Context: an optimization exercise on an open-source flow, tuned for small area. The choices shown serve that exercise and are no tape-out recipe.
RTL that was checked went through simulation tests only; none was proved equivalent to the original.

==> 11-20: inputs <==
==> flow/design.v <==
`default_nettype none
package game_pkg;
	localparam logic [9:0] lane_base_y = 10'd579;
	localparam logic [9:0] player_start_y = 10'd10;
	localparam logic [31:0] lane_table = {
		2'd2, 2'd1, 2'd3, 2'd3, 2'd0, 2'd2, 2'd1, 2'd3,
		2'd0, 2'd2, 2'd1, 2'd1, 2'd0, 2'd2, 2'd3, 2'd0
	};
	localparam logic [2:0] c_black = 3'd0;
	localparam logic [2:0] c_border = 3'd1;
	localparam logic [2:0] c_stripe = 3'd2;
	localparam logic [2:0] c_end = 3'd3;
	localparam logic [2:0] c_obstacle = 3'd4;
	localparam logic [2:0] c_player = 3'd5;
	localparam logic [2:0] c_back = 3'd6;
	function automatic logic ult(input logic [11:0] a, input logic [11:0] b);
		logic c;
		c = 1'b0;
		for (int i = 0; i < 12; i++) begin
			c = (~a[i] & b[i]) | (~a[i] & c) | (b[i] & c);
		end
		ult = c;
	endfunction
	function automatic logic [11:0] add(input logic [11:0] a, input logic [11:0] b, input logic ci);
		logic c;
		c = ci;
		for (int i = 0; i < 12; i++) begin
			add[i] = a[i] ^ b[i] ^ c;
			c = (a[i] & b[i]) | (a[i] & c) | (b[i] & c);
		end
	endfunction
	function automatic logic [9:0] sub_small(input logic [9:0] t, input logic [2:0] s);
		logic b;
		b = 1'b0;
		for (int i = 0; i < 10; i++) begin
			if (i < 3) begin
				sub_small[i] = t[i] ^ s[i] ^ b;
				b = (~t[i] & s[i]) | (~t[i] & b) | (s[i] & b);
			end else begin
				sub_small[i] = t[i] ^ b;
				b = ~t[i] & b;
			end
		end
	endfunction
	function automatic logic [2:0] step_of(input logic [1:0] sw);
		case (sw)
			2'd0: step_of = 3'd2;
			2'd1: step_of = 3'd3;
			2'd2: step_of = 3'd4;
			default: step_of = 3'd5;
		endcase
	endfunction
endpackage
`default_nettype wire
`timescale 1ns/1ps
`default_nettype none
module obstacle_field (
	input  logic        clk_50m,
	input  logic        rst,
	input  logic        pause,
	input  logic [1:0]  sw,
	input  logic [10:0] vector_x,
	input  logic [9:0]  vector_y,
	output logic [4:0]  lanes_en,
	output logic [49:0] lanes_top
);
	logic [2:0] step;
	logic [3:0] wrap_top;
	logic launch_hi;
	logic fe;
	logic [3:0] seq_idx;
	logic [4:0] ret;
	logic [4:0] lau;
	logic [4:0] en_n;
	logic [49:0] top_n;
	logic [3:0] idx [6];
	logic [1:0] entry [5];
	logic [4:0] tgt [5];
	assign step = game_pkg::step_of(sw);
	always_comb begin
		case (sw)
			2'd0: wrap_top = 4'd3;
			2'd1: wrap_top = 4'd3;
			2'd2: wrap_top = 4'd7;
			default: wrap_top = 4'd9;
		endcase
	end
	assign launch_hi = (sw == 2'd1);
	assign fe = (vector_x == 11'd799) && (vector_y == 10'd599) && !pause;
	function automatic logic [1:0] table_at(input logic [3:0] k);
		case (k)
			4'd0: table_at = 2'd0;
			4'd1: table_at = 2'd3;
			4'd2: table_at = 2'd2;
			4'd3: table_at = 2'd0;
			4'd4: table_at = 2'd1;
			4'd5: table_at = 2'd1;
			4'd6: table_at = 2'd2;
			4'd7: table_at = 2'd0;
			4'd8: table_at = 2'd3;
			4'd9: table_at = 2'd1;
			4'd10: table_at = 2'd2;
			4'd11: table_at = 2'd0;
			4'd12: table_at = 2'd3;
			4'd13: table_at = 2'd3;
			4'd14: table_at = 2'd1;
			4'd15: table_at = 2'd2;
			default: table_at = 2'd0;
		endcase
	endfunction
	function automatic logic [3:0] inc(input logic [3:0] k, input logic e);
		logic c;
		c = e;
		for (int b = 0; b < 4; b++) begin
			inc[b] = k[b] ^ c;
			c = c & k[b];
		end
	endfunction
	always_comb begin
		for (int i = 0; i < 5; i++) begin
			ret[i] = lanes_en[i] && (lanes_top[i*10 +: 10] == {6'd0, wrap_top});
			lau[i] = lanes_en[i] && (lanes_top[i*10 +: 10] == (launch_hi ? 10'd381 : 10'd379));
		end
		idx[0] = seq_idx;
		for (int i = 0; i < 5; i++) begin
			idx[i+1] = inc(idx[i], ret[i] | lau[i]);
			entry[i] = table_at(idx[i]);
			tgt[i] = '0;
			for (int e = 0; e < 4; e++) begin
				if (entry[i] == e[1:0]) tgt[i][(i + 1 + e) % 5] = lau[i];
			end
		end
		for (int j = 0; j < 5; j++) begin
			en_n[j] = lanes_en[j] && !ret[j];
			for (int i = 0; i < 5; i++) begin
				if (tgt[i][j] && (i > j || !ret[j])) en_n[j] = 1'b1;
			end
		end
	end
	always_comb begin
		for (int j = 0; j < 5; j++) begin
			logic [9:0] d;
			d = game_pkg::sub_small(lanes_top[j*10 +: 10], (fe && lanes_en[j]) ? step : 3'd0);
			top_n[j*10 +: 10] = (fe && (ret[j] || !lanes_en[j])) ? game_pkg::lane_base_y : d;
		end
	end
	always_ff @(posedge clk_50m or negedge rst) begin
		if (!rst) begin
			lanes_en <= 5'b10000;
			lanes_top[49:40] <= game_pkg::lane_base_y;
			seq_idx <= '0;
		end else begin
			lanes_top[49:40] <= top_n[49:40];
			if (fe) begin
				lanes_en <= en_n;
				seq_idx <= idx[5];
			end
		end
	end
	always_ff @(posedge clk_50m) begin
		lanes_top[39:0] <= top_n[39:0];
	end
endmodule
`default_nettype wire
`timescale 1ns/1ps
`default_nettype none
module player_motion (
	input  logic               clk_50m,
	input  logic               rst,
	input  logic               pause,
	input  logic [1:0]         sw,
	input  logic [10:0]        vector_x,
	input  logic [9:0]         vector_y,
	input  logic signed [11:0] rel_x,
	input  logic [4:0]         lanes_en,
	input  logic [49:0]        lanes_top,
	output logic [9:0]         player_y_top,
	output logic [11:0]        player_y_b50,
	output logic               player_ended
);
	logic [2:0] step;
	logic fs;
	logic player_touching;
	logic [11:0] rel_u;
	logic [4:0] col_ok;
	logic [11:0] b58;
	logic [2:0] grp_ok;
	logic [9:0] grp_top [3];
	logic hit;
	logic [11:0] moved;
	logic fall;
	logic under;
	logic [9:0] y_n;
	assign step = game_pkg::step_of(sw);
	assign fs = (vector_x == '0) && (vector_y == '0) && !player_ended && !pause;
	assign rel_u = {~rel_x[11], rel_x[10:0]};
	function automatic logic rel_in(input logic [11:0] r, input integer lo, input integer hi);
		rel_in = !game_pkg::ult(r, 12'(lo + 2048)) && game_pkg::ult(r, 12'(hi + 2049));
	endfunction
	assign col_ok[0] = rel_in(rel_u, 100, 300);
	assign col_ok[1] = rel_in(rel_u, 0, 200);
	assign col_ok[2] = rel_in(rel_u, -100, 100);
	assign col_ok[3] = rel_in(rel_u, -250, -50);
	assign col_ok[4] = rel_in(rel_u, -300, -100);
	assign player_y_b50 = game_pkg::add({2'd0, player_y_top}, 12'd50, 1'b0);
	assign b58 = game_pkg::add({2'd0, player_y_top}, 12'd58, 1'b0);
	always_comb begin
		logic [9:0] t0;
		logic [9:0] t1;
		logic [9:0] t3;
		logic [9:0] t4;
		t0 = lanes_top[0 +: 10];
		t1 = lanes_top[10 +: 10];
		t3 = lanes_top[30 +: 10];
		t4 = lanes_top[40 +: 10];
		grp_ok[0] = (lanes_en[0] && col_ok[0]) || (lanes_en[3] && col_ok[3]);
		grp_top[0] = col_ok[0] ? t0 : t3;
		grp_ok[1] = (lanes_en[1] && col_ok[1]) || (lanes_en[4] && col_ok[4]);
		grp_top[1] = col_ok[1] ? t1 : t4;
		grp_ok[2] = lanes_en[2] && col_ok[2];
		grp_top[2] = lanes_top[20 +: 10];
	end
	always_comb begin
		logic [11:0] t;
		hit = 1'b0;
		for (int g = 0; g < 3; g++) begin
			t = {2'd0, grp_top[g]};
			if (grp_ok[g] && !game_pkg::ult(t, player_y_b50) && !game_pkg::ult(b58, t)) hit = 1'b1;
		end
	end
	assign moved = game_pkg::add({2'd0, player_y_top},
		!fs ? 12'd0 : player_touching ? {9'h1ff, ~step} : {9'd0, step}, fs && player_touching);
	assign under = player_touching && moved[11];
	assign fall = game_pkg::ult(12'd579, {2'd0, player_y_top});
	always_comb begin
		if (fs && fall) y_n = game_pkg::player_start_y;
		else if (fs && under) y_n = '0;
		else y_n = moved[9:0];
	end
	always_ff @(posedge clk_50m or negedge rst) begin
		if (!rst) begin
			player_y_top <= game_pkg::player_start_y;
			player_touching <= 1'b0;
			player_ended <= 1'b0;
		end else begin
			player_touching <= hit;
			if (game_pkg::ult(12'd577, {2'd0, player_y_top})) player_ended <= 1'b1;
			player_y_top <= y_n;
		end
	end
endmodule
`default_nettype wire
`timescale 1ns/1ps
`default_nettype none
module pixel_composer (
	input  logic               clk_50m,
	input  logic               rst,
	input  logic [10:0]        vector_x,
	input  logic [9:0]         vector_y,
	input  logic signed [11:0] rel_x,
	input  logic [4:0]         lanes_en,
	input  logic [49:0]        lanes_top,
	input  logic [9:0]         player_y_top,
	input  logic [11:0]        player_y_b50,
	input  logic               player_ended,
	output logic [2:0]         vga_red,
	output logic [2:0]         vga_green,
	output logic [1:0]         vga_blue
);
	logic [2:0] code;
	logic [2:0] code_q;
	logic [11:0] x;
	logic [11:0] y;
	logic [11:0] y19;
	logic stripe_col;
	logic stripe_row;
	logic [4:0] lane_col;
	logic [1:0] grp_ok;
	logic [9:0] grp_top [2];
	logic in_lane;
	logic in_box;
	logic [11:0] bx;
	assign x = {2'd0, vector_x[9:0]};
	assign y = {2'd0, vector_y};
	function automatic logic in_open(input logic [11:0] v, input integer lo, input integer hi);
		in_open = game_pkg::ult(12'(lo), v) && game_pkg::ult(v, 12'(hi));
	endfunction
	assign stripe_col = in_open(x, 80, 100) || in_open(x, 700, 720);
	assign stripe_row = game_pkg::ult(y, 12'd80) ||
		in_open(y, 100, 180) || in_open(y, 200, 280) || in_open(y, 300, 380) ||
		in_open(y, 400, 480) || in_open(y, 500, 580);
	assign lane_col[0] = in_open(x, 100, 300);
	assign lane_col[1] = in_open(x, 200, 400);
	assign lane_col[2] = in_open(x, 300, 500);
	assign lane_col[3] = in_open(x, 450, 650);
	assign lane_col[4] = in_open(x, 500, 700);
	always_comb begin
		grp_ok[0] = (lane_col[0] && lanes_en[0]) || (lane_col[2] && lanes_en[2]) ||
			(lane_col[4] && lanes_en[4]);
		grp_top[0] = ({10{lane_col[0]}} & lanes_top[0 +: 10]) |
			({10{lane_col[2]}} & lanes_top[20 +: 10]) | ({10{lane_col[4]}} & lanes_top[40 +: 10]);
		grp_ok[1] = (lane_col[1] && lanes_en[1]) || (lane_col[3] && lanes_en[3]);
		grp_top[1] = ({10{lane_col[1]}} & lanes_top[10 +: 10]) |
			({10{lane_col[3]}} & lanes_top[30 +: 10]);
	end
	assign y19 = game_pkg::add(y, 12'hfed, 1'b0);
	always_comb begin
		logic [11:0] t;
		in_lane = 1'b0;
		for (int g = 0; g < 2; g++) begin
			t = {2'd0, grp_top[g]};
			if (grp_ok[g] && game_pkg::ult(t, y) && (y19[11] || !game_pkg::ult(t, y19))) in_lane = 1'b1;
		end
	end
	assign bx = game_pkg::add(x, rel_x, 1'b0);
	assign in_box = !game_pkg::ult(bx, 12'd375) && game_pkg::ult(bx, 12'd426) &&
		!game_pkg::ult(y, {2'd0, player_y_top}) && game_pkg::ult(y, player_y_b50);
	always_comb begin
		if ((vector_x > 11'd799) || (vector_y > 10'd599)) code = game_pkg::c_black;
		else if (!in_open(x, 80, 720)) code = game_pkg::c_border;
		else if (stripe_col && stripe_row) code = game_pkg::c_stripe;
		else if (player_ended) code = game_pkg::c_end;
		else if (in_lane) code = game_pkg::c_obstacle;
		else if (in_box) code = game_pkg::c_player;
		else code = game_pkg::c_back;
	end
	always_ff @(posedge clk_50m or negedge rst) begin
		if (!rst) code_q <= game_pkg::c_black;
		else code_q <= code;
	end
	always_comb begin
		case (code_q)
			game_pkg::c_border: {vga_red, vga_green, vga_blue} = 8'h8b;
			game_pkg::c_stripe: {vga_red, vga_green, vga_blue} = 8'h1a;
			game_pkg::c_end: {vga_red, vga_green, vga_blue} = 8'hdc;
			game_pkg::c_obstacle: {vga_red, vga_green, vga_blue} = 8'h1c;
			game_pkg::c_player: {vga_red, vga_green, vga_blue} = 8'he0;
			game_pkg::c_back: {vga_red, vga_green, vga_blue} = 8'hff;
			default: {vga_red, vga_green, vga_blue} = 8'h00;
		endcase
	end
endmodule
`default_nettype wire
`timescale 1ns/1ps
`default_nettype none
module vga_game_top (
	input  logic               clk_50m,
	input  logic               rst,
	input  logic               pause,
	input  logic [1:0]         sw,
	input  logic [10:0]        vector_x,
	input  logic [9:0]         vector_y,
	input  logic signed [11:0] rel_x,
	output logic [2:0]         vga_red,
	output logic [2:0]         vga_green,
	output logic [1:0]         vga_blue,
	output logic               endgame
);
	logic [4:0] lanes_en;
	logic [49:0] lanes_top;
	logic [9:0] player_y_top;
	logic [11:0] player_y_b50;
	logic player_ended;
	obstacle_field obstacle_field_i (
		.clk_50m  (clk_50m),
		.rst      (rst),
		.pause    (pause),
		.sw       (sw),
		.vector_x (vector_x),
		.vector_y (vector_y),
		.lanes_en  (lanes_en),
		.lanes_top (lanes_top)
	);
	player_motion player_motion_i (
		.clk_50m  (clk_50m),
		.rst      (rst),
		.pause    (pause),
		.sw       (sw),
		.vector_x (vector_x),
		.vector_y (vector_y),
		.rel_x    (rel_x),
		.lanes_en     (lanes_en),
		.lanes_top    (lanes_top),
		.player_y_top (player_y_top),
		.player_y_b50 (player_y_b50),
		.player_ended (player_ended)
	);
	pixel_composer pixel_composer_i (
		.clk_50m   (clk_50m),
		.rst       (rst),
		.vector_x  (vector_x),
		.vector_y  (vector_y),
		.rel_x     (rel_x),
		.lanes_en     (lanes_en),
		.lanes_top    (lanes_top),
		.player_y_top (player_y_top),
		.player_y_b50 (player_y_b50),
		.player_ended (player_ended),
		.vga_red   (vga_red),
		.vga_green (vga_green),
		.vga_blue  (vga_blue)
	);
	assign endgame = player_ended;
endmodule
`default_nettype wire
==> flow/run.sh <==
#!/bin/bash
# synth_recipe.tcl (not shown) runs the flow's synth.tcl, then flattens the netlist and writes it again
# the make line also repeats each setting of config.mk as NAME=value (left out here)
make -C /OpenROAD-flow-scripts/flow DESIGN_CONFIG=/design/flow/config.mk WORK_HOME=/design/flow/orfs CLKGATE_MAP_FILE= SYNTH_SCRIPT=/design/flow/synth_recipe.tcl finish
==> flow/config.mk <==
export PLATFORM = sky130hd
export DESIGN_NAME = vga_game_top
export DESIGN_NICKNAME = vga_game_top
export VERILOG_FILES = /design/flow/design.v
export SDC_FILE = /design/flow/constraint.sdc
export NUM_CORES = 4
export LEC_CHECK = 0
export CAP_MARGIN = 20
export CORE_MARGIN = 2
export CORE_UTILIZATION = 40
export SLEW_MARGIN = 20
==> flow/constraint.sdc <==
create_clock -name core_clock -period 12.0 [get_ports {clk_50m}]
set_input_delay 2.4000 -clock core_clock [delete_from_list [all_inputs] [get_ports {clk_50m}]]
set_output_delay 2.4000 -clock core_clock [all_outputs]
set_load 0.01 [all_outputs]
==> inputs of 08-16, as changes to 11-20 <==
--- a/flow/design.v
+++ b/flow/design.v
@@ -6,13 +6,13 @@
 		2'd2, 2'd1, 2'd3, 2'd3, 2'd0, 2'd2, 2'd1, 2'd3,
 		2'd0, 2'd2, 2'd1, 2'd1, 2'd0, 2'd2, 2'd3, 2'd0
 	};
-	localparam logic [2:0] c_black = 3'd0;
-	localparam logic [2:0] c_border = 3'd1;
-	localparam logic [2:0] c_stripe = 3'd2;
-	localparam logic [2:0] c_end = 3'd3;
-	localparam logic [2:0] c_obstacle = 3'd4;
-	localparam logic [2:0] c_player = 3'd5;
-	localparam logic [2:0] c_back = 3'd6;
+	localparam logic [2:0] c_black = 3'b000;
+	localparam logic [2:0] c_border = 3'b101;
+	localparam logic [2:0] c_stripe = 3'b011;
+	localparam logic [2:0] c_end = 3'b110;
+	localparam logic [2:0] c_obstacle = 3'b010;
+	localparam logic [2:0] c_player = 3'b100;
+	localparam logic [2:0] c_back = 3'b111;
 	function automatic logic ult(input logic [11:0] a, input logic [11:0] b);
 		logic c;
 		c = 1'b0;
@@ -174,8 +174,7 @@
 	input  logic signed [11:0] rel_x,
 	input  logic [4:0]         lanes_en,
 	input  logic [49:0]        lanes_top,
-	output logic [9:0]         player_y_top,
-	output logic [11:0]        player_y_b50,
+	output logic [9:0]         player_y_bot,
 	output logic               player_ended
 );
 	logic [2:0] step;
@@ -183,7 +182,6 @@
 	logic player_touching;
 	logic [11:0] rel_u;
 	logic [4:0] col_ok;
-	logic [11:0] b58;
 	logic [2:0] grp_ok;
 	logic [9:0] grp_top [3];
 	logic hit;
@@ -202,8 +200,6 @@
 	assign col_ok[2] = rel_in(rel_u, -100, 100);
 	assign col_ok[3] = rel_in(rel_u, -250, -50);
 	assign col_ok[4] = rel_in(rel_u, -300, -100);
-	assign player_y_b50 = game_pkg::add({2'd0, player_y_top}, 12'd50, 1'b0);
-	assign b58 = game_pkg::add({2'd0, player_y_top}, 12'd58, 1'b0);
 	always_comb begin
 		logic [9:0] t0;
 		logic [9:0] t1;
@@ -225,27 +221,27 @@
 		hit = 1'b0;
 		for (int g = 0; g < 3; g++) begin
 			t = {2'd0, grp_top[g]};
-			if (grp_ok[g] && !game_pkg::ult(t, player_y_b50) && !game_pkg::ult(b58, t)) hit = 1'b1;
+			if (grp_ok[g] && game_pkg::ult(game_pkg::add(t, {2'b11, ~player_y_bot}, 1'b1), 12'd9)) hit = 1'b1;
 		end
 	end
-	assign moved = game_pkg::add({2'd0, player_y_top},
+	assign moved = game_pkg::add({2'd0, player_y_bot},
 		!fs ? 12'd0 : player_touching ? {9'h1ff, ~step} : {9'd0, step}, fs && player_touching);
-	assign under = player_touching && moved[11];
-	assign fall = game_pkg::ult(12'd579, {2'd0, player_y_top});
+	assign under = player_touching && game_pkg::ult(moved, 12'd50);
+	assign fall = game_pkg::ult(12'd629, {2'd0, player_y_bot});
 	always_comb begin
-		if (fs && fall) y_n = game_pkg::player_start_y;
-		else if (fs && under) y_n = '0;
+		if (fs && fall) y_n = 10'd60;
+		else if (fs && under) y_n = 10'd50;
 		else y_n = moved[9:0];
 	end
 	always_ff @(posedge clk_50m or negedge rst) begin
 		if (!rst) begin
-			player_y_top <= game_pkg::player_start_y;
+			player_y_bot <= 10'd60;
 			player_touching <= 1'b0;
 			player_ended <= 1'b0;
 		end else begin
 			player_touching <= hit;
-			if (game_pkg::ult(12'd577, {2'd0, player_y_top})) player_ended <= 1'b1;
-			player_y_top <= y_n;
+			if (game_pkg::ult(12'd627, {2'd0, player_y_bot})) player_ended <= 1'b1;
+			player_y_bot <= y_n;
 		end
 	end
 endmodule
@@ -260,8 +256,7 @@
 	input  logic signed [11:0] rel_x,
 	input  logic [4:0]         lanes_en,
 	input  logic [49:0]        lanes_top,
-	input  logic [9:0]         player_y_top,
-	input  logic [11:0]        player_y_b50,
+	input  logic [9:0]         player_y_bot,
 	input  logic               player_ended,
 	output logic [2:0]         vga_red,
 	output logic [2:0]         vga_green,
@@ -309,12 +304,12 @@
 		in_lane = 1'b0;
 		for (int g = 0; g < 2; g++) begin
 			t = {2'd0, grp_top[g]};
-			if (grp_ok[g] && game_pkg::ult(t, y) && (y19[11] || !game_pkg::ult(t, y19))) in_lane = 1'b1;
+			if (grp_ok[g] && game_pkg::ult(game_pkg::add(y, ~t, 1'b0), 12'd19)) in_lane = 1'b1;
 		end
 	end
 	assign bx = game_pkg::add(x, rel_x, 1'b0);
 	assign in_box = !game_pkg::ult(bx, 12'd375) && game_pkg::ult(bx, 12'd426) &&
-		!game_pkg::ult(y, {2'd0, player_y_top}) && game_pkg::ult(y, player_y_b50);
+		!game_pkg::ult(game_pkg::add(y, {2'b11, ~player_y_bot}, 1'b1), 12'd4046);
 	always_comb begin
 		if ((vector_x > 11'd799) || (vector_y > 10'd599)) code = game_pkg::c_black;
 		else if (!in_open(x, 80, 720)) code = game_pkg::c_border;
@@ -328,17 +323,9 @@
 		if (!rst) code_q <= game_pkg::c_black;
 		else code_q <= code;
 	end
-	always_comb begin
-		case (code_q)
-			game_pkg::c_border: {vga_red, vga_green, vga_blue} = 8'h8b;
-			game_pkg::c_stripe: {vga_red, vga_green, vga_blue} = 8'h1a;
-			game_pkg::c_end: {vga_red, vga_green, vga_blue} = 8'hdc;
-			game_pkg::c_obstacle: {vga_red, vga_green, vga_blue} = 8'h1c;
-			game_pkg::c_player: {vga_red, vga_green, vga_blue} = 8'he0;
-			game_pkg::c_back: {vga_red, vga_green, vga_blue} = 8'hff;
-			default: {vga_red, vga_green, vga_blue} = 8'h00;
-		endcase
-	end
+	assign vga_red = {code_q[2], code_q[2] & (code_q[1] | ~code_q[0]), code_q[2] & ~(code_q[1] ^ code_q[0])};
+	assign vga_green = {code_q[1], code_q[1] | code_q[0], code_q[1] & (code_q[2] | ~code_q[0])};
+	assign vga_blue = {code_q[0], code_q[2] & code_q[0]};
 endmodule
 `default_nettype wire
 `timescale 1ns/1ps
@@ -358,8 +345,7 @@
 );
 	logic [4:0] lanes_en;
 	logic [49:0] lanes_top;
-	logic [9:0] player_y_top;
-	logic [11:0] player_y_b50;
+	logic [9:0] player_y_bot;
 	logic player_ended;
 	obstacle_field obstacle_field_i (
 		.clk_50m  (clk_50m),
@@ -381,8 +367,7 @@
 		.rel_x    (rel_x),
 		.lanes_en     (lanes_en),
 		.lanes_top    (lanes_top),
-		.player_y_top (player_y_top),
-		.player_y_b50 (player_y_b50),
+		.player_y_bot (player_y_bot),
 		.player_ended (player_ended)
 	);
 	pixel_composer pixel_composer_i (
@@ -393,8 +378,7 @@
 		.rel_x     (rel_x),
 		.lanes_en     (lanes_en),
 		.lanes_top    (lanes_top),
-		.player_y_top (player_y_top),
-		.player_y_b50 (player_y_b50),
+		.player_y_bot (player_y_bot),
 		.player_ended (player_ended),
 		.vga_red   (vga_red),
 		.vga_green (vga_green),
==> flow/flow/run.sh (new file) <==
#!/bin/bash
# Layout flow: the standard layout, except that synthesis maps the logic
# with an area-oriented ABC script (flow/abc_area.script, deep AIG
# resynthesis then area mapping) and without the full/half-adder extraction.
# The registers come out of the same synthesis passes as the standard
# synthesis; that is checked against a standard synthesis run, and the flow
# falls back to the standard synthesis if they differ. The ports get
# buffers of the smallest buffer cell.
set -euo pipefail
W=$PWD
R=orfs/results/sky130hd/vga_game_top/base

# ORFS scripts with the ABC area script swapped for ours
rm -rf "$W/scripts"
cp -r "$FLOW_HOME/scripts" "$W/scripts"
cp "$W/flow/abc_area.script" "$W/scripts/abc_area.script"

# reference: the standard synthesis, in a work home of its own
sed -e "s#WORK_HOME=[^ ]*#WORK_HOME=$W/std#" standard.sh > std.sh
bash std.sh synth > std_synth.log 2>&1

# our synthesis, in the standard work home
sed -e "s#CLKGATE_MAP_FILE= #CLKGATE_MAP_FILE= SCRIPTS_DIR=$W/scripts ABC_AREA=1 ADDER_MAP_FILE= #" standard.sh > area.sh
bash area.sh synth > area_synth.log 2>&1

# registers: cell type and name, one per line
regs() {
  grep -E '^\s*sky130_fd_sc_hd__(df|ed|sdf|dl)[a-z]*_[0-9]+ ' "$1" |
    sed -E 's/^\s*sky130_fd_sc_hd__([a-z]+)_[0-9]+\s+(\S+).*/\1 \2/' | sort
}
regs std/results/sky130hd/vga_game_top/base/1_2_yosys.v > regs_std.txt
regs $R/1_2_yosys.v > regs_area.txt
if ! cmp -s regs_std.txt regs_area.txt || [[ ! -s regs_std.txt ]]; then
  echo "registers differ from the standard synthesis, using it instead" | tee fallback.txt
  rm -rf orfs
fi

# the rest of the standard layout, with the port buffers made of the
# smallest buffer cell
sed -e "s#CLKGATE_MAP_FILE= #CLKGATE_MAP_FILE= BUFFER_PORTS_ARGS='-buffer_cell sky130_fd_sc_hd__buf_1' #" standard.sh > finish.sh
bash finish.sh finish > finish.log 2>&1
==> flow/flow/abc_area.script (new file) <==
strash
&get -n
&deepsyn -T 120
&put
dch -f
amap
topo
==> flow/standard.sh (new file) <==
#!/bin/bash
# synth_recipe.tcl (not shown) runs the flow's synth.tcl, then flattens the netlist and writes it again
# the make line also repeats each setting of config.mk as NAME=value (left out here)
make -C /OpenROAD-flow-scripts/flow DESIGN_CONFIG=/design/flow/config.mk WORK_HOME=/design/flow/orfs CLKGATE_MAP_FILE= SYNTH_SCRIPT=/design/flow/synth_recipe.tcl "${@:-finish}"
--- a/flow/config.mk
+++ b/flow/config.mk
@@ -8,4 +8,5 @@
 export CAP_MARGIN = 20
 export CORE_MARGIN = 2
 export CORE_UTILIZATION = 40
+export CTS_BUF_LIST = sky130_fd_sc_hd__clkbuf_8
 export SLEW_MARGIN = 20
removed: flow/run.sh
==> flow_metrics.env <==
export IMPL_p_sw_frac=0.291
export IMPL_synth_top_family_by_area="adder cells"
export IMPL_pre_cts_ws_ns=2.28
export IMPL_synthCells=1139
export IMPL_dieWidth_um=152
export IMPL_synth_area_mux_share=0.0243
export IMPL_cp_cell_sequence="clkdlybuf4s50_1 > nor4_1 > nand4_1 > nor2_1 > nand2_1 > fa_1 > fa_1 > fa_1 > fa_1 > fa_1 > fa_1 > fa_1 > fa_1 > inv_1 > fa_1 > inv_1 > fa_1 > and3_1 > nand2b_1 > nor2_1"
export IMPL_status="timing/DRC/antenna clean"
export IMPL_wl_per_cell_um=20.2
export IMPL_required_ns=12.26
export IMPL_maxPowerGroup="the clock network"
export IMPL_dp_hpwl_mm=23.0
-- figures above: 11-20

==> flow_metrics.env <==
export IMPL_p_sw_frac=0.310
export IMPL_antenna_found_initial=0
export IMPL_synthCells=1129
export IMPL_vias_per_cell=6.12
export IMPL_required_ns=12.30
export IMPL_dp_hpwl_mm=21.5
export IMPL_maxPowerGroup="registers"
export IMPL_status="timing/DRC/antenna clean"
export IMPL_wl_met3_mm=2.29
export IMPL_wl_per_cell_um=19.2
export IMPL_pre_cts_ws_ns=4.02
export IMPL_io_pin_count=47
export IMPL_synth_area_mux_share=0
export IMPL_synth_top_family_by_area="simple AND/OR/NAND/NOR gates"
export IMPL_slowest_stage="clkinv_1"
-- figures above: 08-16

Function not checked in 08-16: the RTL went through the layout flow alone.

-- separate check: timing with driven ports --
How much do the figures lean on ideal ports? The routed layouts below were timed once more, with nothing changed but the port constraints.
Step 1 sets driving cells, clkbuf_16 on the clock port and buf_2 on the other inputs (assumed; they add their load-dependent delay and slew).
Step 2 adds t to the input delays and takes it off the output delays; t is the mean of the earliest and latest rising clock arrival at the registers after step 1. Input paths then give back, and output paths get back, about the clock's delay inside the block.
Slacks: no drivers / after step 1 / after step 2; pairs: no drivers / after step 1.
run | t, ns | setup slack, ns | hold slack, ns
11-20 | 0.391 | 2.621 / 2.643 / 2.252 | 0.613 / 0.613 / 0.613
08-16 | 0.422 | 4.232 / 4.235 / 3.813 | 0.568 / 0.568 / 0.568
After both steps setup and hold are still met in every run listed. The setup slack of 08-16, which loses most, moves by +0.003 ns with the drivers and by -0.419 ns with both steps.
